This design comes from an exercise in tuning for small area, a short achievable clock period and few clock cycles per item on the open sky130 flow, not from production work.
In this exercise RTL edits were held to simulation tests only and were not proved equivalent to the original.

==> flow/design.v, too long to show whole: its modules and the start of the top module <==
// module fp_unpack: 13 lines
// module fp_mul: 649 lines
// module fp_mul_round: 14 lines
// module fp_add: 36 lines
// module int_to_float: 24 lines
// module log2_tables: 64 lines
// module log2_cmul5: 40 lines
// module log2_seq: 206 lines
// module log2_top: 23 lines
module log2_top #(
  parameter int taylor_terms = 9
) (
  input  logic             clk,
  input  logic             arst_n,
  input  log2_pkg::float_t x,
  input  logic             start,
  output log2_pkg::float_t result,
  output logic             busy,
  output logic             done
);
  // ...
==> flow/flow/run.sh <==
#!/bin/bash
# The standard layout (standard.sh, all ORFS steps) with two changes:
# - synthesis keeps the multiplier tree (module fp_mul) apart until the end
#   and extracts full/half adder cells only there, so that ABC maps all the
#   logic after the tree (carry-propagate adder, rounding, alignment, add,
#   normalisation) as one network and sees its whole depth; the standard flow's
#   synthesis script is otherwise unchanged (synth -nofsm -noshare, flatten,
#   rename), so the registers are the standard synthesis's;
# - a larger setup margin for ORFS's timing repair.
# Each tool's output goes to standard.log here and to ORFS's own logs.
set -euo pipefail
here=$(pwd)
sed 's/^  extract_fa {\*}\[dont_use_extract_fa_args\]$/  extract_fa {*}[dont_use_extract_fa_args] fp_mul/' \
  "$FLOW_HOME/scripts/synth.tcl" > "$here/synth_fa.tcl"
grep -q 'extract_fa {\*}\[dont_use_extract_fa_args\] fp_mul' "$here/synth_fa.tcl"
sed "s#source \$::env(SCRIPTS_DIR)/synth.tcl#source $here/synth_fa.tcl#" synth_recipe.tcl > "$here/synth_recipe_fa.tcl"
grep -q "source $here/synth_fa.tcl" "$here/synth_recipe_fa.tcl"
bash standard.sh SYNTH_SCRIPT="$here/synth_recipe_fa.tcl" SYNTH_KEEP_MODULES=fp_mul \
  SETUP_SLACK_MARGIN=7.5 finish > standard.log 2>&1
==> flow/standard.sh <==
#!/bin/bash
# synth_recipe.tcl (not shown) runs the flow's synth.tcl, then flattens the netlist and writes it again
# the make line also repeats each setting of config.mk as NAME=value (left out here)
make -C /OpenROAD-flow-scripts/flow DESIGN_CONFIG=/design/flow/config.mk WORK_HOME=/design/flow/orfs CLKGATE_MAP_FILE= SYNTH_SCRIPT=/design/flow/synth_recipe.tcl "${@:-finish}"
==> flow/config.mk <==
export PLATFORM = sky130hd
export DESIGN_NAME = log2_top
export DESIGN_NICKNAME = log2_top
export VERILOG_FILES = /design/flow/design.v
export SDC_FILE = /design/flow/constraint.sdc
export NUM_CORES = 4
export LEC_CHECK = 0
export ABC_AREA = 1
export CAP_MARGIN = 20
export CORE_MARGIN = 2
export CORE_UTILIZATION = 40
export SETUP_SLACK_MARGIN = 5
export SLEW_MARGIN = 20
==> flow/constraint.sdc <==
create_clock -name core_clock -period 18.5 [get_ports {clk}]
set_input_delay 3.7000 -clock core_clock [delete_from_list [all_inputs] [get_ports {clk}]]
set_output_delay 3.7000 -clock core_clock [all_outputs]
set_load 0.01 [all_outputs]
==> metrics.yaml, run 1 <==
ys_seq_area_share_pct: 5.97
cts-root-buf: "clkbuf_16"
multi_input_area_share_pct: 74.3
num-nonclk-buffers: 230
port_buffers: 68
synth_cells: 6135
synth.area.top_cells: "nand2_1 22%, fa_1 14%, inv_1 8.9%, nand3_1 7.7%, nor2_1 5.9%"
arrival_ns: 10.95
regMostFlops: "u_seq.acc"
grt_start_max_net_pins: 48
cts_tree: "built"
status: "timing/DRC/antenna clean"
grtUsageTotal_pct: 36.1
holdPathStages: 2
stdcell_count: 7162
synth_top_family_by_area: "simple AND/OR/NAND/NOR gates"
fin_nets: 6332
max_stage_delay_ns: 0.76
clkbuf_count: 9
fin_tns_setup_ns: 0
worst_slack_ns: 7.81
cp-start-kind: "register"
synthMuxAreaShare_pct: 0
area_growth_pct: 10.5
yosys.area.top_type: "nand2_1"
well_tap_count: 1144
drt-vias-per-instance: 5.86
finalInstanceArea_um2: 38000
reg_top3: "u_seq.acc x32, u_seq.tb x19, u_seq.e x9"
syn_area_um2: 34400
synth_top_cell_area_share_pct: 21.8
wl_per_cell_um: 23.5
cts_repair_resize_count: 185
r2r-start: "u_seq.tb[12]"
cts.htree.levels: 3
Testbench counts, summed over its fixed seeds: cycles 29,876, items 2,560.
==> module log2_seq, before the edit <==
module log2_seq #(
  parameter int taylor_terms = 9
) (
  input  logic             clk,
  input  logic             arst_n,
  input  log2_pkg::float_t x,
  input  logic             start,
  output log2_pkg::float_t result,
  output logic             busy,
  output logic             done
);
  logic [log2_pkg::n_st-1:0] st;   
  logic [2:0]           cnt;    
  log2_pkg::float_t     acc;    
  logic                 accr;   
  logic [18:0]          tb;     
  logic [7:0]           texp;   
  logic                 tz;     
  logic signed [8:0]    e;      
  log2_pkg::tab_idx_t   k;
  assign result = {acc[31], acc[30:0] + {30'b0, accr}};
  logic s_red, s_hor, s_ln, s_sc, s_nr;
  assign s_red = st[log2_pkg::st_red];
  assign s_hor = st[log2_pkg::st_hor];
  assign s_ln  = st[log2_pkg::st_ln];
  assign s_sc  = st[log2_pkg::st_sc];
  assign s_nr  = st[log2_pkg::st_nr];
  logic [23:0]      recip_sig_x, rs_unused;
  logic [28:0]      recip_k, rk_unused_x;
  log2_pkg::float_t ln_val, ln_unused_x;
  logic [28:0]      cm5;
  logic [23:0]      ny;
  logic [4:0]       nlz;
  log2_tables u_tab_x (   
    .idx       (x_den ? ny[22:19] : x[22:19]),
    .recip_sig (recip_sig_x),
    .recip_k   (rk_unused_x),
    .ln_val    (ln_unused_x)
  );
  log2_tables u_tab_k (
    .idx       (k),
    .recip_sig (rs_unused),
    .recip_k   (recip_k),
    .ln_val    (ln_val)
  );
  log2_cmul5 u_cm5 (
    .lo (acc[4:0]),
    .y  (cm5)
  );
  logic [23:0] mul_a;
  logic [52:0] mul_x, mul_p, mul_ra, mul_rb;
  logic [23:0] mul_x2;
  always_comb begin
    mul_a = s_sc ? (log2_pkg::fp_inv_ln2[23:0] | 24'h800000) : {1'b1, acc[22:0]};
    mul_x = s_red ? {recip_k, 24'b0} : s_sc ? {24'b0, cm5} : '0;
    mul_x2 = !accr ? '0 : s_sc ? (log2_pkg::fp_inv_ln2[23:0] | 24'h800000) : {tb, 5'b0};
  end
  fp_mul u_mul (
    .a (mul_a),
    .b (tb),
    .x (mul_x),
    .x2(mul_x2),
    .ra(mul_ra),
    .rb(mul_rb)
  );
  assign mul_p = mul_ra + mul_rb;
  logic [25:0] pr;
  logic        p_zero;
  logic [9:0]  p_ebase;    
  fp_mul_round u_rnd (
    .prod (mul_p[47:0]),
    .r    (pr)
  );
  always_comb begin
    p_zero  = s_sc ? (acc[30:23] == 8'd0) : tz;
    p_ebase = s_sc ? {2'b0, acc[30:23]} : {2'b0, acc[30:23]} + {2'b0, texp} - 10'd127;
  end
  log2_pkg::float_t p;
  logic [23:0]      p_sig;
  logic [9:0]       p_exp;
  always_comb begin
    if (pr[25]) begin
      p_sig = 24'h800000;
      p_exp = p_ebase + 10'd2;
    end else if (pr[24]) begin
      p_sig = pr[24:1];
      p_exp = p_ebase + 10'd1;
    end else begin
      p_sig = pr[23:0];
      p_exp = p_ebase;
    end
    p = p_zero ? 32'h0 : {acc[31], p_exp[7:0], p_sig[22:0]};
  end
  logic        r_nb, r_inc;
  logic [18:0] t_n;
  always_comb begin
    r_nb  = mul_p[52];
    r_inc = mul_p[28] & ((|mul_p[27:5]) | mul_p[29]);
    if (k == '0)
      t_n = tb;
    else if (r_nb)
      t_n = mul_p[47:29] + {18'b0, r_inc};
    else
      t_n = '0;
  end
  logic [23:0] nv;
  always_comb begin
    if (!busy)      nv = {1'b0, x[22:0]};   
    else if (s_red) nv = {5'b0, t_n};
    else            nv = 24'(25'h100_0000 - {2'b01, acc[22:0]});   
  end
  fp_unpack u_norm (
    .v  (nv),
    .y  (ny),
    .lz (nlz)
  );
  log2_pkg::float_t add_b, add_y, e_f;
  logic             add_r;
  logic [9:0]       add_d;
  logic [4:0]       add_ds;
  int_to_float u_i2f (
    .e (log2_pkg::exp_t'(e)),
    .f (e_f)
  );
  always_comb begin
    if (s_ln)      add_b = ln_val;
    else if (s_sc) add_b = e_f;
    else           add_b = log2_pkg::taylor_coef[32*cnt +: 32];
    add_d  = {2'b0, add_b[30:23]} - (p_zero ? 10'd0 : p_ebase);
    add_ds = (add_d > 10'd31) ? 5'd31 : add_d[4:0];
  end
  fp_add u_add (
    .a   (add_b),
    .r   (p_zero ? 26'b0 : pr),
    .d   (add_ds),
    .sub (add_b[31] ^ acc[31]),
    .y   (add_y),
    .yr  (add_r)
  );
  logic       x_nan, x_zero, x_inf, x_spec, x_pow2, x_den;
  log2_pkg::float_t x_spec_val;
  always_comb begin
    x_nan  = (x[30:23] == 8'hff) && (x[22:0] != '0);
    x_zero = (x[30:0] == '0);
    x_inf  = (x[30:23] == 8'hff);
    x_spec = x_nan || x_zero || x[31] || x_inf;
    x_pow2 = (x[22:0] == '0);     
    x_den  = (x[30:23] == 8'd0);  
    if (x_nan)       x_spec_val = log2_pkg::fp_qnan;
    else if (x_zero) x_spec_val = log2_pkg::fp_neg_inf;
    else if (x[31])  x_spec_val = log2_pkg::fp_qnan;
    else             x_spec_val = log2_pkg::fp_pos_inf;
  end
  logic accept;
  assign accept = start && !busy;
  always_ff @(posedge clk or negedge arst_n) begin
    if (!arst_n) begin
      st   <= '0;
      cnt  <= '0;
      busy <= 1'b0;
      done <= 1'b0;
    end else begin
      st[log2_pkg::st_red] <= accept && !x_spec && !x_pow2;
      st[log2_pkg::st_hor] <= s_red || (s_hor && cnt != 3'd0);
      st[log2_pkg::st_ln]  <= s_hor && cnt == 3'd0;
      st[log2_pkg::st_sc]  <= (accept && !x_spec && x_pow2) || s_ln;
      st[log2_pkg::st_nr]  <= sc_near;
      if (s_red || s_hor) cnt <= s_red ? 3'(taylor_terms - 2) : cnt - 3'd1;
      busy <= accept ? !x_spec : busy && !((s_sc && !sc_near) || s_nr);
      done <= (accept && x_spec) || (s_sc && !sc_near) || s_nr;
    end
  end
  logic use_add, use_p, use_near;
  logic sc_near;    
  log2_pkg::float_t acc_d, near;
  logic [18:0] tb_d;
  always_comb begin
    near     = {1'b1, 8'(8'd126 - {3'b0, nlz}), ny[22:0]};   
    sc_near  = s_sc && e == -9'sd1 && !p_zero && p_exp[7:0] == 8'd126;
    use_p    = (s_ln && k == '0) || (s_sc && (e == '0 || sc_near));
    use_near = s_nr;
    use_add  = s_hor || (s_ln && k != '0) || (s_sc && e != '0 && !sc_near);
    acc_d    = ({32{accept}} & (x_spec ? x_spec_val :
                                {1'b0, x_pow2 ? 8'h00 : 8'h7f, recip_sig_x[22:0]}))
             | ({32{s_red}} & log2_pkg::taylor_coef[32*(taylor_terms-1) +: 32])
             | ({32{use_add}} & add_y)
             | ({32{use_p}} & p)
             | ({32{use_near}} & near);
    tb_d     = ({19{accept}} & (x_den ? ny[18:0] : x[18:0]))
             | ({19{s_red}} & ny[23:5])
             | ({19{s_ln}} & {1'b1, (k == '0) ? p[22:5] : add_y[22:5]});
  end
  always_ff @(posedge clk) begin
    acc  <= acc_d;
    accr <= use_add && add_r;
    if (accept || s_red || s_ln) tb <= tb_d;
    if (accept) begin
      k <= x_den ? ny[22:19] : x[22:19];
      e <= x_den ? 9'd386 - {4'b0, nlz} : {1'b0, x[30:23]} - 9'd127;   
    end
    if (s_red) begin
      texp <= 8'd127 - {3'b0, nlz};
      tz   <= (t_n == '0);
    end
  end
endmodule
==> run 2, diff against run 1 <==
--- a/flow/design.v
+++ b/flow/design.v
@@ -42,68 +42,37 @@
       if (v[i]) lz = 5'(23 - i);   
     end
     y = v << lz;
   end
 endmodule
 `timescale 1ns/1ps
 module fp_mul (
   input  logic [23:0] a,
-  input  logic [18:0] b,
+  input  logic [9:0]  one,    
+  input  logic [9:0]  two,    
+  input  logic [9:0]  neg,    
   input  logic [52:0] x,
   input  logic [23:0] x2,
   output logic [52:0] ra,     
   output logic [52:0] rb      
 );
-  logic [9:0] one, two, neg;
   logic [24:0] pp0;
   logic [24:0] pp1;
   logic [24:0] pp2;
   logic [24:0] pp3;
   logic [24:0] pp4;
   logic [24:0] pp5;
   logic [24:0] pp6;
   logic [24:0] pp7;
   logic [24:0] pp8;
   logic [24:0] pp9;
-  logic [20:0] bx;
   logic [24:0] ax;
   logic s1, c2, s3, c4, s5, c6, s7, c8, s9, c10, s11, c12, s13, c14, s15, c16, s17, c18, s19, c20, s21, c22, s23, c24, s25, c26, s27, c28, s29, c30, s31, c32, s33, c34, s35, c36, s37, c38, s39, c40, s41, c42, s43, c44, s45, c46, s47, c48, s49, c50, s51, c52, s53, c54, s55, c56, s57, c58, s59, c60, s61, c62, s63, c64, s65, c66, s67, c68, s69, c70, s71, c72, s73, c74, s75, c76, s77, c78, s79, c80, s81, c82, s83, c84, s85, c86, s87, c88, s89, c90, s91, c92, s93, c94, s95, c96, s97, c98, s99, c100, s101, c102, s103, c104, s105, c106, s107, c108, s109, c110, s111, c112, s113, c114, s115, c116, s117, c118, s119, c120, s121, c122, s123, c124, s125, c126, s127, c128, s129, c130, s131, c132, s133, c134, s135, c136, s137, c138, s139, c140, s141, c142, s143, c144, s145, c146, s147, c148, s149, c150, s151, c152, s153, c154, s155, c156, s157, c158, s159, c160, s161, c162, s163, c164, s165, c166, s167, c168, s169, c170, s171, c172, s173, c174, s175, c176, s177, c178, s179, c180, s181, c182, s183, c184, s185, c186, s187, c188, s189, c190, s191, c192, s193, c194, s195, c196, s197, c198, s199, c200, s201, c202, s203, c204, s205, c206, s207, c208, s209, c210, s211, c212, s213, c214, s215, c216, s217, c218, s219, c220, s221, c222, s223, c224, s225, c226, s227, c228, s229, c230, s231, c232, s233, c234, s235, c236, s237, c238, s239, c240, s241, c242, s243, c244, s245, c246, s247, c248, s249, c250, s251, c252, s253, c254, s255, c256, s257, c258, s259, c260, s261, c262, s263, c264, s265, c266, s267, c268, s269, c270, s271, c272, s273, c274, s275, c276, s277, c278, s279, c280, s281, c282, s283, c284, s285, c286, s287, c288, s289, c290, s291, c292, s293, c294, s295, c296, s297, c298, s299, c300, s301, c302, s303, c304, s305, c306, s307, c308, s309, c310, s311, c312, s313, c314, s315, c316, s317, c318, s319, c320, s321, c322, s323, c324, s325, c326, s327, c328, s329, c330, s331, c332, s333, c334, s335, c336, s337, c338, s339, c340, s341, c342, s343, c344, s345, c346, s347, c348, s349, c350, s351, c352, s353, c354, s355, c356, s357, c358, s359, c360, s361, c362, s363, c364, s365, c366, s367, c368, s369, c370, s371, c372, s373, c374, s375, c376, s377, c378, s379, c380, s381, c382, s383, c384, s385, c386, s387, c388, s389, c390, s391, c392, s393, c394, s395, c396, s397, c398, s399, c400, s401, c402, s403, c404, s405, c406, s407, c408, s409, c410, s411, c412, s413, c414, s415, c416, s417, c418, s419, c420, s421, c422, s423, c424, s425, c426, s427, c428, s429, c430, s431, c432, s433, c434, s435, c436, s437, c438, s439, c440, s441, c442, s443, c444, s445, c446, s447, c448, s449, c450, s451, c452, s453, c454, s455, c456, s457, c458, s459, c460, s461, c462, s463, c464, s465, c466, s467, c468, s469, c470, s471, c472, s473, c474, s475, c476, s477, c478, s479, c480, s481, c482, s483, c484, s485, c486, s487, c488, s489, c490, s491, c492, s493, c494, s495, c496, s497, c498, s499, c500, s501, c502, s503, c504, s505, c506, s507, c508, s509, c510, s511, c512, s513, c514, s515, c516, s517, c518, s519, c520, s521, c522, s523, c524, s525, c526, s527, c528, s529, c530, s531, c532, s533, c534, s535, c536, s537, c538, s539, c540, s541, c542, s543, c544, s545, c546, s547, c548, s549, c550, s551, c552, s553, c554, s555, c556, s557, c558, s559, c560, s561, c562, s563, c564, s565, c566, s567, c568, s569, c570, s571, c572, s573, c574, s575, c576, s577, c578, s579, c580, s581, c582;
-  assign bx = {1'b0, b, 1'b0};   
   assign ax = {a, 1'b0};         
-  assign one[0] = bx[1] ^ bx[0];
-  assign two[0] = (bx[2] & ~bx[1] & ~bx[0]) | (~bx[2] & bx[1] & bx[0]);
-  assign neg[0] = bx[2];
-  assign one[1] = bx[3] ^ bx[2];
-  assign two[1] = (bx[4] & ~bx[3] & ~bx[2]) | (~bx[4] & bx[3] & bx[2]);
-  assign neg[1] = bx[4];
-  assign one[2] = bx[5] ^ bx[4];
-  assign two[2] = (bx[6] & ~bx[5] & ~bx[4]) | (~bx[6] & bx[5] & bx[4]);
-  assign neg[2] = bx[6];
-  assign one[3] = bx[7] ^ bx[6];
-  assign two[3] = (bx[8] & ~bx[7] & ~bx[6]) | (~bx[8] & bx[7] & bx[6]);
-  assign neg[3] = bx[8];
-  assign one[4] = bx[9] ^ bx[8];
-  assign two[4] = (bx[10] & ~bx[9] & ~bx[8]) | (~bx[10] & bx[9] & bx[8]);
-  assign neg[4] = bx[10];
-  assign one[5] = bx[11] ^ bx[10];
-  assign two[5] = (bx[12] & ~bx[11] & ~bx[10]) | (~bx[12] & bx[11] & bx[10]);
-  assign neg[5] = bx[12];
-  assign one[6] = bx[13] ^ bx[12];
-  assign two[6] = (bx[14] & ~bx[13] & ~bx[12]) | (~bx[14] & bx[13] & bx[12]);
-  assign neg[6] = bx[14];
-  assign one[7] = bx[15] ^ bx[14];
-  assign two[7] = (bx[16] & ~bx[15] & ~bx[14]) | (~bx[16] & bx[15] & bx[14]);
-  assign neg[7] = bx[16];
-  assign one[8] = bx[17] ^ bx[16];
-  assign two[8] = (bx[18] & ~bx[17] & ~bx[16]) | (~bx[18] & bx[17] & bx[16]);
-  assign neg[8] = bx[18];
-  assign one[9] = bx[19] ^ bx[18];
-  assign two[9] = (bx[20] & ~bx[19] & ~bx[18]) | (~bx[20] & bx[19] & bx[18]);
-  assign neg[9] = bx[20];
   assign pp0 = (({25{one[0]}} & {1'b0, a}) | ({25{two[0]}} & ax)) ^ {25{neg[0]}};
   assign pp1 = (({25{one[1]}} & {1'b0, a}) | ({25{two[1]}} & ax)) ^ {25{neg[1]}};
   assign pp2 = (({25{one[2]}} & {1'b0, a}) | ({25{two[2]}} & ax)) ^ {25{neg[2]}};
   assign pp3 = (({25{one[3]}} & {1'b0, a}) | ({25{two[3]}} & ax)) ^ {25{neg[3]}};
   assign pp4 = (({25{one[4]}} & {1'b0, a}) | ({25{two[4]}} & ax)) ^ {25{neg[4]}};
   assign pp5 = (({25{one[5]}} & {1'b0, a}) | ({25{two[5]}} & ax)) ^ {25{neg[5]}};
   assign pp6 = (({25{one[6]}} & {1'b0, a}) | ({25{two[6]}} & ax)) ^ {25{neg[6]}};
   assign pp7 = (({25{one[7]}} & {1'b0, a}) | ({25{two[7]}} & ax)) ^ {25{neg[7]}};
@@ -689,16 +658,32 @@
   assign c578 = x[50] & 1'b1;
   assign s579 = x[51] ^ 1'b1;
   assign c580 = x[51] & 1'b1;
   assign s581 = x[52] ^ 1'b1;
   assign c582 = x[52] & 1'b1;
   assign ra = {s581, s579, s577, s575, s573, s571, s569, s567, s565, s563, s561, s559, s557, s555, s553, s551, s549, s547, s545, s543, s541, s539, s537, s535, s533, s531, s529, s527, s525, s523, s521, s519, s517, s515, s513, s511, s509, s507, s505, s503, s501, s499, s497, s495, s493, s491, s489, s487, x[4], x[3], x[2], x[1], x[0]};
   assign rb = {c580, c578, c576, c574, c572, c570, c568, c566, c564, c562, c560, c558, c556, c554, c552, c550, c548, c546, c544, c542, c540, c538, c536, c534, c532, c530, c528, c526, c524, c522, c520, c518, c516, c514, c512, c510, c508, c506, c504, c502, c500, c498, c496, c494, c492, c490, c488, x2[5], x2[4], x2[3], x2[2], x2[1], x2[0]};
 endmodule
+module booth_enc (
+  input  logic [18:0] b,
+  output logic [9:0]  one,
+  output logic [9:0]  two,
+  output logic [9:0]  neg
+);
+  logic [20:0] bx;
+  always_comb begin
+    bx = {1'b0, b, 1'b0};
+    for (int j = 0; j < 10; j++) begin
+      one[j] = bx[2*j+1] ^ bx[2*j];
+      two[j] = (bx[2*j+2] & ~bx[2*j+1] & ~bx[2*j]) | (~bx[2*j+2] & bx[2*j+1] & bx[2*j]);
+      neg[j] = bx[2*j+2];
+    end
+  end
+endmodule
 module fp_mul_round (
   input  logic [47:0] prod,
   output logic [25:0] r
 );
   logic nb, inc0, inc1;
   logic [25:0] sum;
   always_comb begin
     nb   = prod[47];
@@ -886,16 +871,17 @@
   output log2_pkg::float_t result,
   output logic             busy,
   output logic             done
 );
   logic [log2_pkg::n_st-1:0] st;   
   logic [2:0]           cnt;    
   log2_pkg::float_t     acc;    
   logic                 accr;   
+  logic [9:0]           tb_one, tb_two, tb_neg;   
   logic [18:0]          tb;     
   logic [7:0]           texp;   
   logic                 tz;     
   logic signed [8:0]    e;      
   log2_pkg::tab_idx_t   k;
   assign result = {acc[31], acc[30:0] + {30'b0, accr}};
   logic s_red, s_hor, s_ln, s_sc, s_nr;
   assign s_red = st[log2_pkg::st_red];
@@ -930,17 +916,19 @@
   logic [23:0] mul_x2;
   always_comb begin
     mul_a = s_sc ? (log2_pkg::fp_inv_ln2[23:0] | 24'h800000) : {1'b1, acc[22:0]};
     mul_x = s_red ? {recip_k, 24'b0} : s_sc ? {24'b0, cm5} : '0;
     mul_x2 = !accr ? '0 : s_sc ? (log2_pkg::fp_inv_ln2[23:0] | 24'h800000) : {tb, 5'b0};
   end
   fp_mul u_mul (
     .a (mul_a),
-    .b (tb),
+    .one (tb_one),
+    .two (tb_two),
+    .neg (tb_neg),
     .x (mul_x),
     .x2(mul_x2),
     .ra(mul_ra),
     .rb(mul_rb)
   );
   assign mul_p = mul_ra + mul_rb;
   logic [25:0] pr;
   logic        p_zero;
@@ -1043,40 +1031,60 @@
       st[log2_pkg::st_ln]  <= s_hor && cnt == 3'd0;
       st[log2_pkg::st_sc]  <= (accept && !x_spec && x_pow2) || s_ln;
       st[log2_pkg::st_nr]  <= sc_near;
       if (s_red || s_hor) cnt <= s_red ? 3'(taylor_terms - 2) : cnt - 3'd1;
       busy <= accept ? !x_spec : busy && !((s_sc && !sc_near) || s_nr);
       done <= (accept && x_spec) || (s_sc && !sc_near) || s_nr;
     end
   end
-  logic use_add, use_p, use_near;
+  logic use_add, use_p, use_near, acc_en;
   logic sc_near;    
   log2_pkg::float_t acc_d, near;
   logic [18:0] tb_d;
+  logic [9:0]  tb_d_one, tb_d_two, tb_d_neg;
+  booth_enc u_enc (
+    .b   (tb_d),
+    .one (tb_d_one),
+    .two (tb_d_two),
+    .neg (tb_d_neg)
+  );
+  always_comb begin
+    for (int j = 0; j < 10; j++) begin
+      tb[2*j] = tb_one[j] ^ ((j == 0) ? 1'b0 : tb_neg[(j == 0) ? 0 : j-1]);
+      if (j < 9) tb[2*j+1] = tb_neg[j];
+    end
+  end
   always_comb begin
     near     = {1'b1, 8'(8'd126 - {3'b0, nlz}), ny[22:0]};   
     sc_near  = s_sc && e == -9'sd1 && !p_zero && p_exp[7:0] == 8'd126;
     use_p    = (s_ln && k == '0) || (s_sc && (e == '0 || sc_near));
     use_near = s_nr;
     use_add  = s_hor || (s_ln && k != '0) || (s_sc && e != '0 && !sc_near);
+    acc_en   = accept || s_red || s_hor || s_ln || s_sc || s_nr;
     acc_d    = ({32{accept}} & (x_spec ? x_spec_val :
                                 {1'b0, x_pow2 ? 8'h00 : 8'h7f, recip_sig_x[22:0]}))
              | ({32{s_red}} & log2_pkg::taylor_coef[32*(taylor_terms-1) +: 32])
              | ({32{use_add}} & add_y)
              | ({32{use_p}} & p)
              | ({32{use_near}} & near);
     tb_d     = ({19{accept}} & (x_den ? ny[18:0] : x[18:0]))
              | ({19{s_red}} & ny[23:5])
              | ({19{s_ln}} & {1'b1, (k == '0) ? p[22:5] : add_y[22:5]});
   end
   always_ff @(posedge clk) begin
-    acc  <= acc_d;
-    accr <= use_add && add_r;
-    if (accept || s_red || s_ln) tb <= tb_d;
+    if (acc_en) begin
+      acc  <= acc_d;
+      accr <= use_add && add_r;
+    end
+    if (accept || s_red || s_ln) begin
+      tb_one <= tb_d_one;
+      tb_two <= tb_d_two;
+      tb_neg <= tb_d_neg;
+    end
     if (accept) begin
       k <= x_den ? ny[22:19] : x[22:19];
       e <= x_den ? 9'd386 - {4'b0, nlz} : {1'b0, x[30:23]} - 9'd127;   
     end
     if (s_red) begin
       texp <= 8'd127 - {3'b0, nlz};
       tz   <= (t_n == '0);
     end
--- a/flow/flow/run.sh
+++ b/flow/flow/run.sh
@@ -11,9 +11,9 @@
 set -euo pipefail
 here=$(pwd)
 sed 's/^  extract_fa {\*}\[dont_use_extract_fa_args\]$/  extract_fa {*}[dont_use_extract_fa_args] fp_mul/' \
   "$FLOW_HOME/scripts/synth.tcl" > "$here/synth_fa.tcl"
 grep -q 'extract_fa {\*}\[dont_use_extract_fa_args\] fp_mul' "$here/synth_fa.tcl"
 sed "s#source \$::env(SCRIPTS_DIR)/synth.tcl#source $here/synth_fa.tcl#" synth_recipe.tcl > "$here/synth_recipe_fa.tcl"
 grep -q "source $here/synth_fa.tcl" "$here/synth_recipe_fa.tcl"
 bash standard.sh SYNTH_SCRIPT="$here/synth_recipe_fa.tcl" SYNTH_KEEP_MODULES=fp_mul \
-  SETUP_SLACK_MARGIN=7.5 finish > standard.log 2>&1
+  SETUP_SLACK_MARGIN=7 finish > standard.log 2>&1
--- a/flow/config.mk
+++ b/flow/config.mk
@@ -6,8 +6,9 @@
 export NUM_CORES = 4
 export LEC_CHECK = 0
 export ABC_AREA = 1
 export CAP_MARGIN = 20
 export CORE_MARGIN = 2
 export CORE_UTILIZATION = 40
 export SETUP_SLACK_MARGIN = 5
 export SLEW_MARGIN = 20
+export TNS_END_PERCENT = 5
==> run 2 against run 1 <==
Net effect:
- via count decreased by 4.1%
- highest routed layer is now met5
- hold slack improved by 0.063 ns
- global-route usage decreased by 2.4 points
- synthesized area increased by 5.1%
- clock skew increased by 0.0010 ns
- register-to-register slack got worse by 0.49 ns
- clock-buffer cell count increased by 2
- critical path depth increased by 3
- wire length decreased by 3.2%
- critical path type unchanged
- synthesized cell count increased by 0.64%
==> metrics.yaml, run 2 <==
status: "timing/DRC/antenna clean"  # unchanged
cts.htree.levels: 3  # unchanged
cts.sinks: 91  # was 81
drc: 0  # unchanged
wl_um: 163000  # was 168000 µm
cts-root-buf: "clkbuf_16"  # unchanged
mostFrequentLayoutCell: "nand2_1"  # unchanged
largest_register_ffs: 32  # unchanged
synth-seq-cells: 91  # was 81
mostFrequentLayoutCells: "2108 x nand2_1, 836 x inv_1, 541 x nand3_1, 528 x nor2_1, 298 x xor2_1"  # was 1929 x nand2_1, 805 x inv_1, 499 x nand3_1, 465 x nor2_1, 311 x o21ai_0
ys_seq_area_share_pct: 7.43  # was 5.97%
dp.final_hpwl_um: 127000  # was 129000 µm
area_growth_pct: 4.56  # was 10.5%
tightest_slew_ns: 1.03  # was 0.990 ns
core_um2: 89700  # was 85100 µm²
dp_cells: 7138  # was 7031
num_antenna_cells: 0  # unchanged
synth-main-ff-cell: "edfxtp_1"  # unchanged
stdcell_count: 7217  # was 7162
insertion_delay_ns: 0.37  # about the same
critPathKind: "reg -> reg"  # unchanged
port_buffers: 68  # unchanged
die_w_um: 304  # was 297 µm
ys_types: 88  # was 79
place.gp.congestion: 1.07  # was 1.03
std_cell_rows: 110  # was 107
grt_start_max_net_pins: 38  # was 48
cp-start-kind: "register"  # unchanged
drt-vias-per-instance: 5.58  # was 5.86
layout-drive-gt1-share_pct: 8.44  # was 10.9%
final_hold_viol_count: 0  # unchanged
grt_pass1_vias: 37600  # was 38600
hold_path_class: "reg -> reg"  # unchanged
max_cap_viol_count: 0  # unchanged
boundaryPins: 69  # unchanged
fin_skew_ns: 0.0142  # was 0.0131 ns
synth_cells: 6174  # was 6135
vias: 40200  # was 41900
overflow: 0  # unchanged
yosys.area.top_type: "nand2_1"  # unchanged
first_pass_iters: 9  # was 12
arrival_ns: 11.30  # was 10.95 ns
synth_edf_count: 81  # was 38
die-area_um2: 92700  # was 88300 µm²
cts_made_buffers: 9  # unchanged
cp.required_ns: 18.62  # was 18.76 ns
post-route-util_pct: 42.1  # was 44.6%
critPathSlowestCell: "fa_1"  # was edfxtp_1
antenna_found_initial: 3  # was 1
wl_per_cell_um: 22.5  # was 23.5 µm
setup_viol: 0  # unchanged
fin_tns_setup_ns: 0  # unchanged
max_stage_delay_ns: 0.74  # was 0.76 ns
cts_tree: "built"  # unchanged
postRouteAntennaNets: 0  # unchanged
grtUsageTotal_pct: 33.6  # was 36.1%
path_max_fanout: 18  # was 25
synth.area.top_cells: "nand2_1 22%, fa_1 13%, inv_1 8.8%, nand3_1 7.7%, xor2_1 7.5%"  # was nand2_1 22%, fa_1 14%, inv_1 8.9%, nand3_1 7.7%, nor2_1 5.9%
die_y_um: 304  # was 297 µm
slew_viol_final: 0  # unchanged
fmax_mhz: 89.4  # was 93.6 MHz
async_flop_share_pct: 11.0  # was 12.3%
synth_top_cell_area_share_pct: 22.1  # was 21.8%
reg_top3: "u_seq.acc x32, u_seq.tb_one x10, u_seq.tb_two x10"  # was u_seq.acc x32, u_seq.tb x19, u_seq.e x9
synth.most_common_cell: "nand2_1"  # unchanged
r2r_setup_slack_ns: 7.32  # was 7.81 ns
end_kind: "register"  # unchanged
synth_warnings: 6  # was 5
post-route-period-util_pct: 60.4  # was 57.8%
fin_nets: 6354  # was 6332
hold_buffers: 0  # unchanged
finalCriticalPeriod_ns: 11.18  # was 10.69 ns
synth_area_per_cell_um2: 5.85  # was 5.60 µm²
slew_headroom_pct: 30.3  # was 33.6%
regMostFlops: "u_seq.acc"  # unchanged
initial_core_util_pct: 40.2  # was 40.4%
syn_area_um2: 36100  # was 34400 µm²
path_clk_slew_ns: 0.07  # was 0.08 ns
synth_commonest_cells: "2127 x nand2_1, 843 x inv_1, 567 x nor2_1, 553 x nand3_1, 308 x xor2_1"  # was 1997 x nand2_1, 815 x inv_1, 537 x nor2_1, 528 x nand3_1, 327 x o21ai_0
initialDrtViolationCount: 4630  # was 5313
timing.critical_path.mode_cell: "nand2_1"  # unchanged
grt_pass1_wl_um: 239000  # was 244000 µm
clockBufferDepth: 2  # unchanged
grt_setup_unrepaired: "yes"  # was no
[run 2: per-stage QoR]
| step | area (µm²) | hold WS [ns] | setup WS (ns) |
|---|---|---|---|
| 6_report | 37800 | 0.615 | 7.32 |
| 5_1_grt | 37800 | 0.671 | 6.92 |
| 4_1_cts | 36800 | 0.617 | 7.00 |
| 3_5_place_dp | 36200 | 0.605 | 5.14 |
| 3_3_place_gp | 36100 | 0.622 | 4.67 |
| 2_1_floorplan | 36100 | 0.536 | 8.88 |
[run 2: kinds of logic (layout without fill, tap and decap cells)]
| logic type | Yosys count | count (layout) | synth area share, % |
|---|---|---|---|
| DFF | 91 | 91 | 7.43 |
| adders and majority gates | 283 | 283 | 14.8 |
| and+or+nand+nor | 3597 | 3603 | 42.6 |
| AOI/OAI and AO/OA | 585 | 585 | 9.58 |
| other | 2 | 4 | 0.0208 |
| xor gates and xnor gates | 350 | 350 | 8.63 |
| buffers and inverters | 1266 | 1125 | 16.9 |
[run 2: area by class of cell]
type | instances | area (µm²)
fill | 9918 | 52000
multi-input combinational | 4825 | 28100
inverter | 914 | 3490
sequential | 91 | 2680
timing repair buffer | 190 | 1680
tap | 1176 | 1470
clock buffer | 11 | 253
clock inverter | 5 | 58.8
timing repair inverter | 5 | 31.3
[run 2: final timing paths]
kind                                      start              end  cells after the start
max in group asynchronous                arst_n      u_seq.st[3]                      1
worst min register to register     u_seq.cnt[2]      u_seq.st[2]                      1
min in group asynchronous                arst_n     u_seq.cnt[2]                      1
worst min-delay path               u_seq.cnt[2]      u_seq.st[2]                      1
worst max-delay path            u_seq.tb_neg[8]  u_seq.tb_one[6]                     53
worst max register to register  u_seq.tb_neg[8]  u_seq.tb_one[6]                     53
[run 2: per-module statistics from Yosys (local to each module, per instance)]
| module | area, µm² | flip-flops and latches |
|---|---|---|
| fp_mul | 13200 | 0 |
| log2_top | 22900 | 91 |
[run 2: routing by layer]
layer,global-route usage [%],share of wire (%),up-vias
met3,4.94,9.0,456
met5,0,0.026,-
met4,16.3,6.0,6
li1,-,-,18900
met1,42.8,39,18800
met2,55.8,46,2131
[run 2: worst max-delay path: cells and delay by family, from the launching register on]
family	cells	cell delay (ns)
XOR/XNOR	4	0.81
adder cells (fa/ha/maj)	5	2.83
buffers and inverters	7	1.52
flip-flops	1	0.33
AND/OR/NAND/NOR	37	5.37
[run 2: repair_timing]
action                     4_1_cts  5_1_grt
resized for setup               46      148
setup endpoints to repair       75       69
setup buffers                   15       31
pin swaps                        1       17
gates cloned                     5       12
Testbench counts of run 2, summed over its fixed seeds: cycles 29,876, items 2,560.

## re-timing with driven ports
Ports are ideal in the flow. The routed layouts listed here were re-timed in OpenROAD.
Step 1, drivers: a clkbuf_16 drives clk and a buf_2 each remaining input, both assumed.
Step 2, shift: input delay + t, output delay - t, t = (earliest + latest rising clock arrival at the registers) / 2. This alone moves slack from input paths to output paths.
a / b / c = no drivers / after step 1 / after step 2; a / b = the first two.
| run | shift t [ns] | setup WS [ns] | worst setup path at the end | worst slew at a driven data input, ns | pins driven straight from the clock port |
|---|---|---|---|---|---|
| run 1 | 0.414 | 7.813 / 7.813 / 7.813 | register to register | 0.07 | 1 |
| run 2 | 0.425 | 7.318 / 7.318 / 7.318 | register to register | 0.04 | 1 |
After both steps every run listed still meets setup and hold.
